This design comes from an exercise in tuning for small area on the open sky130 flow, not from production work. Only simulation tests tie the RTL to the original design; equivalence was not proved. Power figures rest on the tool's default switching activity, not on a simulated workload. No driver is modelled on the clock port, so clocking that relies on it looks cheaper here than on a real chip.

Setup of old:
==> module capture_ctrl, before the edit <==
module capture_ctrl (
  input  logic                  clk_80m,
  input  logic                  arst_n,
  input  logic                  tick,          
  input  logic                  arm,           
  input  logic                  stop,          
  input  logic [ram_addr_w-1:0] rot,           
  output logic [1:0]            state,
  output logic [cnt_w-1:0]      wr_count,      
  output logic                  pend_vld,      
  output logic [ram_addr_w-1:0] pend_addr,
  output logic                  ins_en,        
  output logic [1:0]            ins_row
);
  logic                  wr_go;   
  logic [ram_addr_w-1:0] ins_pos;
  assign wr_go = (state == st_armed) && tick && !arm && !stop;
  always_ff @(posedge clk_80m or negedge arst_n) begin
    if (!arst_n) begin
      state    <= st_idle;
      wr_count <= '0;
    end else if (arm) begin
      wr_count <= '0;
      state    <= st_armed;
    end else if (stop) begin
      state <= st_idle;
    end else if (wr_go) begin
      wr_count <= wr_count + 1'b1;
      if (wr_count == cnt_w'(ram_depth - 1)) begin
        state <= st_done;
      end
    end
  end
  assign ins_pos = pend_addr + ~rot;
  assign ins_en  = pend_vld && (ins_pos[5:0] == 6'd0);
  assign ins_row = ins_pos[7:6];
  always_ff @(posedge clk_80m or negedge arst_n) begin
    if (!arst_n) begin
      pend_vld  <= 1'b0;
      pend_addr <= '0;
    end else if (wr_go) begin
      pend_vld  <= 1'b1;
      pend_addr <= wr_count[ram_addr_w-1:0];
    end else if (ins_en) begin
      pend_vld  <= 1'b0;
    end
  end
endmodule
==> module lb_regs, before the edit <==
module lb_regs (
  input  logic                  clk_80m,
  input  logic                  arst_n,
  input  logic                  lb_cs_ctrl,
  input  logic                  lb_cs_data,
  input  logic                  lb_wr,
  input  logic                  lb_rd,
  input  logic [word_w-1:0]     lb_wr_d,
  output logic [word_w-1:0]     lb_rd_d,
  output logic                  lb_rd_rdy,    
  input  logic [ts_w-1:0]       timestamp,
  output logic                  arm,          
  output logic                  stop,         
  output logic                  src_sel,      
  input  logic [1:0]            state,
  input  logic [cnt_w-1:0]      wr_count,
  input  logic [ram_addr_w-1:0] rot,          
  output logic [ram_addr_w-2:0] rd_idx,       
  output logic                  rd_byp,       
  input  logic [cw_w-1:0]       rd_data,      
  input  logic                  pend_vld,
  input  logic [ram_addr_w-1:0] pend_addr
);
  logic [op_w-1:0]       opcode;
  logic                  ctrl_wr;
  logic                  ctrl_rd;
  logic                  data_wr;
  logic                  data_rd;
  logic                  rd_sel;       
  logic [ram_addr_w-1:0] rd_ptr;
  logic [ram_addr_w-1:0] rd_pos;       
  logic [word_w-1:0]     status_word;
  logic [word_w-1:0]     ctrl_word;
  logic                  byp;          
  logic                  byp_eff;
  logic [cw_w-1:0]       mem_cw;       
  logic                  rd_vld_p1;    
  logic                  late_p1;      
  logic                  byp_p1;
  logic [ts_w-1:0]       hold_p1;      
  logic                  hold_dig;     
  logic [ts_w-1:0]       out_v;
  logic                  out_dig;
  logic [ts_w-1:0]       rd_v;         
  logic                  rd_dig;       
  assign ctrl_wr = lb_cs_ctrl && lb_wr;
  assign ctrl_rd = lb_cs_ctrl && lb_rd;
  assign data_wr = lb_cs_data && lb_wr;
  assign data_rd = lb_cs_data && lb_rd;
  assign opcode  = lb_wr_d[op_w-1:0];
  always_ff @(posedge clk_80m or negedge arst_n) begin
    if (!arst_n) begin
      arm     <= 1'b0;
      stop    <= 1'b0;
      src_sel <= src_dig;
      rd_sel  <= rdsel_status;
    end else begin
      arm  <= 1'b0;   
      stop <= 1'b0;
      if (ctrl_wr) begin
        case (opcode)
          op_nop:       ;
          op_arm:       arm     <= 1'b1;
          op_stop:      stop    <= 1'b1;
          op_src_dig:   src_sel <= src_dig;
          op_src_ana:   src_sel <= src_ana;
          op_rd_status: rd_sel  <= rdsel_status;
          op_rd_time:   rd_sel  <= rdsel_time;
          default:      ;   
        endcase
      end
    end
  end
  always_ff @(posedge clk_80m or negedge arst_n) begin
    if (!arst_n) begin
      rd_ptr <= '0;
    end else if (data_wr) begin
      rd_ptr <= lb_wr_d[ram_addr_w-1:0];
    end else if (data_rd) begin
      rd_ptr <= rd_ptr + 1'b1;   
    end
  end
  always_comb begin
    status_word                             = '0;
    status_word[stat_state_lsb +: 2]        = state;
    status_word[stat_src_bit]               = src_sel;
    status_word[stat_count_lsb +: cnt_w]    = wr_count;
  end
  assign ctrl_word = (rd_sel == rdsel_time) ? word_w'(timestamp) : status_word;
  assign rd_pos  = rd_ptr - rot;
  assign rd_idx  = rd_pos[ram_addr_w-1:1];
  assign byp     = pend_vld && (pend_addr == rd_ptr);
  assign byp_eff = late_p1 ? byp_p1 : byp;
  assign rd_byp  = byp_eff;
  assign mem_cw  = rd_data;
  always_ff @(posedge clk_80m or negedge arst_n) begin
    if (!arst_n) begin
      rd_vld_p1 <= 1'b0;
      late_p1   <= 1'b0;
      byp_p1    <= 1'b0;
      lb_rd_rdy <= 1'b0;
    end else begin
      rd_vld_p1 <= ctrl_rd || data_rd;
      late_p1   <= data_rd && rd_pos[0];
      byp_p1    <= byp;
      lb_rd_rdy <= rd_vld_p1;
    end
  end
  always_ff @(posedge clk_80m) begin
    if (ctrl_rd) begin
      hold_p1  <= ctrl_word[ts_w-1:0];
      hold_dig <= 1'b0;
    end else begin
      hold_p1  <= ts_w'(mem_cw[cw_src-1:0]);
      hold_dig <= !mem_cw[cw_src];
    end
  end
  assign out_v   = late_p1 ? ts_w'(mem_cw[cw_src-1:0]) : hold_p1;
  assign out_dig = late_p1 ? !mem_cw[cw_src] : hold_dig;
  always_ff @(posedge clk_80m) begin
    rd_v   <= out_v;
    rd_dig <= out_dig;
  end
  always_comb begin
    if (rd_dig) begin
      lb_rd_d                                  = '0;
      lb_rd_d[dig_fault_bit]                   = rd_v[dig_fault_bit];
      lb_rd_d[dig_good_bit]                    = rd_v[dig_good_bit];
      lb_rd_d[dig_onehot_lsb +: fsm_states]    = fsm_states'(1) << rd_v[dfsm_lsb +: fsm_w];
      lb_rd_d[dig_cadence_bit]                 = rd_v[dig_cadence_bit];
      lb_rd_d[dig_waveform_bit]                = rd_v[dig_waveform_bit];
      lb_rd_d[dig_receive_bit]                 = rd_v[dig_receive_bit];
      lb_rd_d[dig_index_lsb +: tx_index_w]     = rd_v[didx_lsb +: tx_index_w];
    end else begin
      lb_rd_d = word_w'(rd_v);
    end
  end
endmodule
clock: 12.5 ns
lec_check: 0
cap_margin: 20
cell_pad_in_sites_detail_placement: 1
cell_pad_in_sites_global_placement: 2
core_margin: 2
core_utilization: 60
cts_buf_list: sky130_fd_sc_hd__clkbuf_8
cts_cluster_diameter: 70
cts_cluster_size: 19
place_density: 0.72
slew_margin: 20
synth_hierarchical: 1
synth_memory_max_bits: 16384
synth_minimum_keep_size: 0
standard.sh (not shown) runs the stock make flow with config.mk's settings and CLKGATE_MAP_FILE= SYNTH_SCRIPT=/design/flow/synth_recipe.tcl, a recipe that flattens the netlist after the stock synthesis.
==> flow/flow/run.sh <==
#!/bin/bash
# The standard ORFS layout (standard.sh, unchanged synthesis), with two changes:
# ports get a buf_2 buffer instead of the default pick, and CTS adds no dummy loads.
set -euo pipefail
export BUFFER_PORTS_ARGS="-buffer_cell sky130_fd_sc_hd__buf_2"
export CTS_ARGS="-sink_clustering_enable -repair_clock_nets -sink_clustering_size 34 -sink_clustering_max_diameter 80 -buf_list sky130_fd_sc_hd__clkbuf_16 -dont_use_dummy_load"
bash standard.sh > standard.log 2>&1
Here is what was changed in the inputs of new compared with old.
--- a/flow/design.v
+++ b/flow/design.v
@@ -183,19 +183,22 @@
   end
   assign ins_pos = pend_addr + ~rot;
   assign ins_en  = pend_vld && (ins_pos[5:0] == 6'd0);
   assign ins_row = ins_pos[7:6];
   always_ff @(posedge clk_80m or negedge arst_n) begin
     if (!arst_n) begin
-      pend_vld  <= 1'b0;
-      pend_addr <= '0;
+      pend_vld <= 1'b0;
     end else if (wr_go) begin
-      pend_vld  <= 1'b1;
-      pend_addr <= wr_count[ram_addr_w-1:0];
+      pend_vld <= 1'b1;
     end else if (ins_en) begin
-      pend_vld  <= 1'b0;
+      pend_vld <= 1'b0;
+    end
+  end
+  always_ff @(posedge clk_80m) begin
+    if (wr_go) begin
+      pend_addr <= wr_count[ram_addr_w-1:0];
     end
   end
 endmodule
 `timescale 1ns/1ps
 import sump_pkg::*;
 module capture_ram (
@@ -350,23 +353,23 @@
   assign byp_eff = late_p1 ? byp_p1 : byp;
   assign rd_byp  = byp_eff;
   assign mem_cw  = rd_data;
   always_ff @(posedge clk_80m or negedge arst_n) begin
     if (!arst_n) begin
       rd_vld_p1 <= 1'b0;
-      late_p1   <= 1'b0;
-      byp_p1    <= 1'b0;
       lb_rd_rdy <= 1'b0;
     end else begin
       rd_vld_p1 <= ctrl_rd || data_rd;
-      late_p1   <= data_rd && rd_pos[0];
-      byp_p1    <= byp;
       lb_rd_rdy <= rd_vld_p1;
     end
   end
   always_ff @(posedge clk_80m) begin
+    late_p1 <= data_rd && rd_pos[0];
+    byp_p1  <= byp;
+  end
+  always_ff @(posedge clk_80m) begin
     if (ctrl_rd) begin
       hold_p1  <= ctrl_word[ts_w-1:0];
       hold_dig <= 1'b0;
     end else begin
       hold_p1  <= ts_w'(mem_cw[cw_src-1:0]);
       hold_dig <= !mem_cw[cw_src];
--- outcome ---
Changes observed in new relative to old: total number of vias saw little to no change, fill cell instance count of the final layout did not really move, non-clock buffer instance count of the final layout up 2.3%, overall die width comparable, met1 usage in global routing fell 0.51 points.
The utilization was comparable across old and new.
Die area: old vs new, no meaningful difference
As far as synthesized instance count is concerned, new and old perform about the same.
STATUS final period demand of the worst path: new loses against old

---

Starting RTL as in the previous note.
clock: 12.5 ns
lec_check: 0
cap_margin: 20
cell_pad_in_sites_detail_placement: 1
cell_pad_in_sites_global_placement: 2
core_margin: 2
core_utilization: 60
cts_buf_list: sky130_fd_sc_hd__clkbuf_8
cts_cluster_diameter: 70
cts_cluster_size: 19
place_density: 0.72
slew_margin: 20
synth_hierarchical: 1
synth_memory_max_bits: 16384
synth_minimum_keep_size: 0
==> flow/flow/run.sh <==
#!/bin/bash
# The standard ORFS layout (standard.sh, unchanged synthesis), with two changes:
# ports get a buf_2 buffer instead of the default pick, and CTS adds no dummy loads.
set -euo pipefail
export BUFFER_PORTS_ARGS="-buffer_cell sky130_fd_sc_hd__buf_2"
export CTS_ARGS="-sink_clustering_enable -repair_clock_nets -sink_clustering_size 19 -sink_clustering_max_diameter 70 -buf_list sky130_fd_sc_hd__clkbuf_8 -dont_use_dummy_load"
bash standard.sh > standard.log 2>&1
Rerun with:
--- a/flow/design.v
+++ b/flow/design.v
@@ -183,19 +183,22 @@
   end
   assign ins_pos = pend_addr + ~rot;
   assign ins_en  = pend_vld && (ins_pos[5:0] == 6'd0);
   assign ins_row = ins_pos[7:6];
   always_ff @(posedge clk_80m or negedge arst_n) begin
     if (!arst_n) begin
-      pend_vld  <= 1'b0;
-      pend_addr <= '0;
+      pend_vld <= 1'b0;
     end else if (wr_go) begin
-      pend_vld  <= 1'b1;
-      pend_addr <= wr_count[ram_addr_w-1:0];
+      pend_vld <= 1'b1;
     end else if (ins_en) begin
-      pend_vld  <= 1'b0;
+      pend_vld <= 1'b0;
+    end
+  end
+  always_ff @(posedge clk_80m) begin
+    if (wr_go) begin
+      pend_addr <= wr_count[ram_addr_w-1:0];
     end
   end
 endmodule
 `timescale 1ns/1ps
 import sump_pkg::*;
 module capture_ram (
@@ -350,23 +353,23 @@
   assign byp_eff = late_p1 ? byp_p1 : byp;
   assign rd_byp  = byp_eff;
   assign mem_cw  = rd_data;
   always_ff @(posedge clk_80m or negedge arst_n) begin
     if (!arst_n) begin
       rd_vld_p1 <= 1'b0;
-      late_p1   <= 1'b0;
-      byp_p1    <= 1'b0;
       lb_rd_rdy <= 1'b0;
     end else begin
       rd_vld_p1 <= ctrl_rd || data_rd;
-      late_p1   <= data_rd && rd_pos[0];
-      byp_p1    <= byp;
       lb_rd_rdy <= rd_vld_p1;
     end
   end
   always_ff @(posedge clk_80m) begin
+    late_p1 <= data_rd && rd_pos[0];
+    byp_p1  <= byp;
+  end
+  always_ff @(posedge clk_80m) begin
     if (ctrl_rd) begin
       hold_p1  <= ctrl_word[ts_w-1:0];
       hold_dig <= 1'b0;
     end else begin
       hold_p1  <= ts_w'(mem_cw[cw_src-1:0]);
       hold_dig <= !mem_cw[cw_src];
Clock skew is lower by 28 ps.
Flip-flop and latch count stays the same.
Clock-buffer cell count is lower by 1.
Worst hold slack gains 40 ps.
Combinational power is higher slightly.

[separate check: timing with driven ports]
How much do the figures lean on ideal ports? The routed layouts below were timed once more, with nothing changed but the port constraints. Step 1 assumes that a clkbuf_16 drives the clock port and a buf_2 every other input. Step 2 moves the port delays by t, midway between the first and last clock arrival at a register: inputs arrive t later, outputs are due t later. That takes back most of the time a late clock gives input paths. a / b / c = ideal ports / drivers / drivers and shift; a / b = the first two.
run	t (ns)	setup WS [ns]	hold slack, ns	worst setup path at the end	cell pins on the clock port's net
old	0.979	5.464 / 5.464 / 5.464	0.289 / 0.289 / 0.289	register to register	1
new	0.980	5.086 / 5.086 / 5.086	0.261 / 0.261 / 0.261	register to register	1
the first run of note 2	1.197	5.340 / 5.340 / 5.340	0.224 / 0.224 / 0.224	register to register	1
the second run of note 2	1.192	5.051 / 5.051 / 5.051	0.264 / 0.264 / 0.264	register to register	1
After both steps every run listed still meets setup and hold.
